This is an optimization exercise on Yosys and OpenROAD, whose aim is small area and a short achievable clock period, not a production implementation.
Function was checked by simulation only, so behaviour that the tests miss may differ from the original.
No activity file was given, so power comes from the tool's default toggle rates.

Setup of east:
// dds_block
module dds_block (
    input  logic                       clk,
    input  logic                       rst_n,
    input  logic                       psel,
    input  logic                       penable,
    input  logic                       pwrite,
    input  logic [31:0]                paddr,
    input  logic [31:0]                pwdata,
    input  logic signed [SAMPLE_W-1:0] ina_data,
    input  logic signed [SAMPLE_W-1:0] inb_data,
    output logic [31:0]                prdata,
    output logic signed [SAMPLE_W-1:0] dds_data_out
);
export LEC_CHECK = 0
export CAP_MARGIN = 20
export CORE_MARGIN = 2
export CORE_UTILIZATION = 55
export CTS_CLUSTER_DIAMETER = 100
export CTS_CLUSTER_SIZE = 24
export PLACE_DENSITY = 0.7
export SETUP_SLACK_MARGIN = 4.5
export SLEW_MARGIN = 20
create_clock -name core_clock -period 9.0 [get_ports {clk}]
run.sh (not shown) runs the stock make flow with config.mk's settings and CLKGATE_MAP_FILE= SYNTH_SCRIPT=/design/flow/synth_recipe.tcl, a recipe that flattens the netlist after the stock synthesis.
> inputs changed (east -> middle)
-- flow/design.v --
<<< east, line 223
    logic [31:0] pa0, pa1, pa2, pa3, pa4;
    logic [31:0] ps1, pc1, ps2, pc2, ps3, pc3;
    logic [31:0] ph_main, ph_sv, ph_sat, ph_next;
    logic [31:0] phase;
    logic [24:0] fm_sum;
>>> middle, line 223
    logic [31:0] pa0, pa1, pa2, pa3, pa4;
    logic [31:0] ps1, pc1, ps2, pc2, ps3, pc3;
    logic [31:0] ph_main, ph_ps, ph_psm1, ph_next;
    logic [31:0] phase;
    logic [24:0] fm_sum;
<<< east, line 244
        pc3 = (((ps2 & pc2) | (ps2 & pa4) | (pc2 & pa4)) << 1) | {31'b0, fm_cin8};
        ph_main = ps3 + pc3;
        ph_sv   = fm_hmax ? 32'h7FFF_FFFF : 32'h8000_0000;
        ph_sat  = (phase ^ step ^ ph_sv) +
                  (((phase & step) | (phase & ph_sv) | (step & ph_sv)) << 1);
        if (fm_ovp || fm_ovn) ph_next = ph_sat;
        else             ph_next = ph_main;
    end
>>> middle, line 244
        pc3 = (((ps2 & pc2) | (ps2 & pa4) | (pc2 & pa4)) << 1) | {31'b0, fm_cin8};
        ph_main = ps3 + pc3;
        ph_ps   = phase + step;
        ph_psm1 = (phase ^ step ^ 32'hFFFF_FFFF) +
                  (((phase & step) | phase | step) << 1);
        if (fm_ovp)      ph_next = ph_psm1 ^ 32'h8000_0000;
        else if (fm_ovn) ph_next = ph_ps ^ 32'h8000_0000;
        else             ph_next = ph_main;
    end
- Changes observed in middle relative to east: relative contribution of combinational cells to total power lost 0.2 points; compound-cell area share of the yosys netlist picked up an extra 0.38 points; via density per instance lost 0.12; count of inverters not on the clock network in the layout picked up an extra 51.
- The final layout from middle, which completed every stage, passed the timing, design-rule and antenna checks at the end of the flow.
- Comparing east and middle, tightest hold margin is lower on east.
- Looking at count of cells resized by post-cts repair, middle sits 69 below east.
- When the final numbers for east and middle were put side by side, the non-clock buffer count turned out to be smaller in middle.

--- another note on this design; it stands on its own ---

Design dds_block, start of the top module:
module dds_block (
    input  logic                       clk,
    input  logic                       rst_n,
    input  logic                       psel,
    input  logic                       penable,
    input  logic                       pwrite,
    input  logic [31:0]                paddr,
    input  logic [31:0]                pwdata,
    input  logic signed [SAMPLE_W-1:0] ina_data,
    input  logic signed [SAMPLE_W-1:0] inb_data,
    output logic [31:0]                prdata,
    output logic signed [SAMPLE_W-1:0] dds_data_out
);
For scale: ~13000 cells after synthesis, ~2600 flip-flops, roughly 130 I/O pins, roughly 110000 um^2 of cells after synthesis.
Settings: LEC_CHECK=0, ABC_AREA=1, CAP_MARGIN=20, CORE_MARGIN=2, CORE_UTILIZATION=55, CTS_CLUSTER_DIAMETER=100, CTS_CLUSTER_SIZE=24, PLACE_DENSITY=0.7, SETUP_SLACK_MARGIN=4.0, SLEW_MARGIN=20; clock period 9.0 ns.
run.sh (not shown) runs the stock make flow with config.mk's settings and CLKGATE_MAP_FILE= SYNTH_SCRIPT=/design/flow/synth_recipe.tcl, a recipe that flattens the netlist after the stock synthesis.
==> next run, changes <==
Settings changed: SETUP_SLACK_MARGIN 4.0 to 4.7.
What happened:
- The changed run finished clean
- routed wire length is lower by 1.4%
- global-route usage is lower by 1.4 points
- synthesized area is unchanged
- via count goes up by about 0.8%
- count of clock-buffer cells in the layout is lower by 4
- setup slack is better by 0.63 ns
==> next run, changes <==
Settings changed: SETUP_SLACK_MARGIN 4.7 to 4.4.
=> The changed run completed without violations. Clock skew is about the same. Power barely changes. Utilization shrinks by 0.76 points. Maximum frequency shrinks by 4.7%. Worst setup slack degrades by 0.23 ns. Via count shrinks by 0.44%. Clock-buffer cell count grows by 4. Critical path depth does not change.

-- port drivers added, routing unchanged --
The results above use ideal ports. As a check the final layouts listed here were re-extracted and re-timed, cells and wires unchanged.
Step 1 assumes that a clkbuf_16 drives the clock port and a buf_2 every other input.
Step 2 adds t to the input delays and takes it off the output delays; t is the mean of the earliest and latest rising clock arrival at the registers after step 1. Input paths then give back, and output paths get back, about the clock's delay inside the block.
a / b / c = ideal / step 1 / step 2; a / b = the first two.
run	t (ns)	setup WS [ns]	worst register clock-pin slew, ns	cell pins on the clock port's net
east	0.906	3.710 / 3.617 / 3.738	0.11 / 0.11	1
middle	0.917	3.429 / 3.341 / 3.715	0.11 / 0.11	1
the first run of note 2	0.952	3.784 / 3.784 / 3.404	0.11 / 0.11	1
the second run of note 2	0.945	4.413 / 4.317 / 3.907	0.10 / 0.10	1
the third run of note 2	0.955	4.187 / 4.187 / 3.631	0.11 / 0.11	1
After both steps every run listed still meets setup and hold. For the third run of note 2, which loses most, drivers alone change the setup slack by 0.000 ns; drivers and shift together by -0.556 ns.
